Context: an optimization exercise on an open-source flow, tuned for small area and a short achievable clock period. The choices shown serve that exercise and are no tape-out recipe.
In this exercise RTL edits were held to simulation tests only and were not proved equivalent to the original.
The clock input has no modelled driver; a real chip could not lean on it and would need a root buffer or a full tree.
Power and IR drop assume default switching activity.

Setup of rev 12:
// generic_fifo
module generic_fifo #(
    parameter int DEPTH      = 16,
    parameter int COUNT_SIZE = (DEPTH <= 1) ? 1 : $clog2(DEPTH)
) (
    input  logic                  aclk,
    input  logic                  resetn,
    input  logic                  push,
    input  logic                  pop,
    output logic [COUNT_SIZE-1:0] wr_ptr,
    output logic [COUNT_SIZE-1:0] rd_ptr,
    output logic                  full,
    output logic                  empty,
    input  utils_pkg::packet_t    data_in,
    output utils_pkg::packet_t    data_out
);
clock: 6.0 ns
lec_check: 0
cap_margin: 20
core_margin: 2
core_utilization: 55
cts_cluster_diameter: 100
cts_cluster_size: 30
setup_slack_margin: 3.7
slew_margin: 20
synth_hierarchical: 1
synth_minimum_keep_size: 0
standard.sh (not shown) runs the stock make flow with config.mk's settings and CLKGATE_MAP_FILE= SYNTH_SCRIPT=/design/flow/synth_recipe.tcl, a recipe that flattens the netlist after the stock synthesis.
==> flow/flow/run.sh <==
#!/bin/bash
# Own flow: the standard layout, except that the clock tree is built by flow/mycts.tcl
# (two buffer levels, four roots on aclk) in place of TritonCTS, and the port buffers start as
# buf_1. Each step's output goes to a
# log file of its own in this folder; ORFS's per-stage logs stay under orfs/logs/.
set -euo pipefail
here=$(pwd)
export PRE_CTS_TCL="$here/flow/mycts.tcl"
# port buffers start at the smallest buffer; timing repair upsizes the ones on critical paths
export BUFFER_PORTS_ARGS="-inputs -outputs -buffer_cell sky130_fd_sc_hd__buf_1"
bash standard.sh synth > "$here/flow_synth.log" 2>&1
bash standard.sh floorplan > "$here/flow_floorplan.log" 2>&1
bash standard.sh place > "$here/flow_place.log" 2>&1
bash standard.sh cts > "$here/flow_cts.log" 2>&1
bash standard.sh finish > "$here/flow_finish.log" 2>&1
test -f out/final.def
==> flow/flow/mycts.tcl <==
proc cts_env {name default} {
  if {[info exists ::env($name)] && $::env($name) ne ""} { return $::env($name) }
  return $default
}
set NLEAF [cts_env MYCTS_NLEAF 56]
set NMID [cts_env MYCTS_NMID 4]
set LEAF_CELL [cts_env MYCTS_LEAF_CELL sky130_fd_sc_hd__clkbuf_16]
set MID_CELL [cts_env MYCTS_MID_CELL sky130_fd_sc_hd__clkinv_16]
set ROOT_CELL [cts_env MYCTS_ROOT_CELL sky130_fd_sc_hd__clkbuf_16]

set db [ord::get_db]
set block [ord::get_db_block]
set clk_port [lindex [get_ports aclk] 0]
set clknet [$block findNet aclk]

# sinks: every flip-flop clock pin on aclk
set sinks {}
set pts {}
foreach it [$clknet getITerms] {
  set inst [$it getInst]
  set bb [$inst getBBox]
  lappend sinks $it
  lappend pts [list [expr {([$bb xMin] + [$bb xMax]) / 2}] [expr {([$bb yMin] + [$bb yMax]) / 2}]]
}
puts "mycts: [llength $sinks] sinks, $NLEAF leaves, $NMID mids"

# recursive bisection: split the index list idx into k parts of nearly equal size, each cut at
# the matching quantile along the wider side of its bounding box
proc bisect {pts idx k} {
  if {$k <= 1} { return [list $idx] }
  set xs [lmap i $idx {lindex $pts $i 0}]
  set ys [lmap i $idx {lindex $pts $i 1}]
  set w [expr {[tcl::mathfunc::max {*}$xs] - [tcl::mathfunc::min {*}$xs]}]
  set h [expr {[tcl::mathfunc::max {*}$ys] - [tcl::mathfunc::min {*}$ys]}]
  set ax [expr {$w >= $h ? 0 : 1}]
  set sorted [lsort -real -command [list apply {{pts ax a b} {
    set d [expr {[lindex $pts $a $ax] - [lindex $pts $b $ax]}]
    expr {$d < 0 ? -1 : ($d > 0 ? 1 : 0)}
  }} $pts $ax] $idx]
  set k1 [expr {$k / 2}]
  set n1 [expr {int(round([llength $idx] * double($k1) / $k))}]
  return [concat [bisect $pts [lrange $sorted 0 [expr {$n1 - 1}]] $k1] \
                 [bisect $pts [lrange $sorted $n1 end] [expr {$k - $k1}]]]
}
proc centroid {pts idx} {
  set sx 0.0; set sy 0.0
  foreach i $idx { set sx [expr {$sx + [lindex $pts $i 0]}]; set sy [expr {$sy + [lindex $pts $i 1]}] }
  set n [llength $idx]
  return [list [expr {$sx / $n}] [expr {$sy / $n}]]
}
set all {}
for {set i 0} {$i < [llength $pts]} {incr i} { lappend all $i }
set groups [bisect $pts $all $NMID]
set lasg [lrepeat [llength $pts] 0]
set lcents {}
set masg {}
set mcents {}
set per [expr {$NLEAF / $NMID}]
set g 0
foreach grp $groups {
  lappend mcents [centroid $pts $grp]
  foreach leaf [bisect $pts $grp $per] {
    set l [llength $lcents]
    lappend lcents [centroid $pts $leaf]
    lappend masg $g
    foreach i $leaf { lset lasg $i $l }
  }
  incr g
}
set NLEAF [llength $lcents]

proc mk_inst {block db cell name x y} {
  set m [$db findMaster $cell]
  set inst [odb::dbInst_create $block $m $name]
  set w [$m getWidth]; set h [$m getHeight]
  $inst setLocation [expr {int($x - $w / 2.0)}] [expr {int($y - $h / 2.0)}]
  $inst setPlacementStatus PLACED
  return $inst
}
proc mk_net {block name} {
  set net [odb::dbNet_create $block $name]
  $net setSigType CLOCK
  return $net
}

set MODE [cts_env MYCTS_MODE 2]
set leafdrv {}
if {$MODE == 2} {
  for {set j 0} {$j < $NMID} {incr j} {
    lassign [lindex $mcents $j] x y
    set ri [mk_inst $block $db $ROOT_CELL clkroot_${j}_aclk $x $y]
    [$ri findITerm A] connect $clknet
    set rn [mk_net $block clknet_root_${j}_aclk]
    [$ri findITerm X] connect $rn
    lappend leafdrv $rn
  }
} else {
  set rx 0.0; set ry 0.0
  foreach c $mcents { set rx [expr {$rx + [lindex $c 0]}]; set ry [expr {$ry + [lindex $c 1]}] }
  set rx [expr {$rx / $NMID}]; set ry [expr {$ry / $NMID}]
  set root [mk_inst $block $db $ROOT_CELL clkroot_aclk $rx $ry]
  [$root findITerm A] connect $clknet
  set rootnet [mk_net $block clknet_root_aclk]
  [$root findITerm X] connect $rootnet
  for {set j 0} {$j < $NMID} {incr j} {
    lassign [lindex $mcents $j] x y
    set mi [mk_inst $block $db $MID_CELL clkmid_${j}_aclk $x $y]
    [$mi findITerm A] connect $rootnet
    set mn [mk_net $block clknet_mid_${j}_aclk]
        foreach it [$mi getITerms] { if {[$it isOutputSignal]} { $it connect $mn } }
    lappend leafdrv $mn
  }
}
set leafnets {}
for {set j 0} {$j < $NLEAF} {incr j} {
  lassign [lindex $lcents $j] x y
  set li [mk_inst $block $db $LEAF_CELL clkleaf_${j}_aclk $x $y]
  [$li findITerm A] connect [lindex $leafdrv [lindex $masg $j]]
  set ln [mk_net $block clknet_leaf_${j}_aclk]
  foreach it [$li getITerms] { if {[$it isOutputSignal]} { $it connect $ln } }
  lappend leafnets $ln
}
foreach it $sinks a $lasg {
  $it disconnect
  $it connect [lindex $leafnets $a]
}
set_propagated_clock [all_clocks]
puts "mycts: done"

# the cts step's own clock_tree_synthesis call is now a no-op
rename clock_tree_synthesis {}
proc clock_tree_synthesis {args} { puts "clock_tree_synthesis skipped: tree built by PRE_CTS_TCL" }
The following lists how rev 13 was set up differently from rev 12:
Settings: a change of SETUP_SLACK_MARGIN from 3.7 to 3.6; a deleted CTS_CLUSTER_SIZE that had been 30; a change of CORE_UTILIZATION from 55 to 40; a deleted CTS_CLUSTER_DIAMETER that had been 100.
-- flow/flow/mycts.tcl --
<<< rev 12, line 4
}
set NLEAF [cts_env MYCTS_NLEAF 56]
set NMID [cts_env MYCTS_NMID 4]
>>> rev 13, line 4
}
set NLEAF [cts_env MYCTS_NLEAF 48]
set NMID [cts_env MYCTS_NMID 4]
- [rev 13] routed length on met3 rose about 66% relative to rev 12
- Looking at rev 13 and rev 12, the power density over the cells is a wash.
- Routed wire in rev 13 totals more than in rev 12.
No run of this note takes its clock network from TritonCTS; it comes from the design's own scripts or RTL.

[static timing again, ports no longer ideal]
Ports are ideal in the flow. The routed layouts listed here were re-timed in OpenROAD. Step 1: set_driving_cell puts a clkbuf_16 on aclk and a buf_2 on each other input, an assumption about the parent block. Step 2, shift: input delay + t, output delay - t, t = (earliest + latest rising clock arrival at the registers) / 2. This alone moves slack from input paths to output paths. Slacks: ideal ports / drivers / drivers and shift; pairs: ideal ports / drivers.
| run | shift t [ns] | slack for setup (ns) | worst setup path after step 2 | slew at the worst register clock pin (ns) | worst slew at a driven data input, ns |
|---|---|---|---|---|---|
| rev 12 | 0.600 | 3.678 / 3.588 / 3.166 | input to register | 0.10 / 0.10 | 0.08 |
| rev 13 | 0.595 | 3.535 / 3.539 / 3.050 | input to register | 0.11 / 0.11 | 0.08 |
After both steps setup and hold are still met in every run listed. The setup slack of rev 12, which loses most, moves by -0.090 ns with the drivers and by -0.512 ns with both steps.
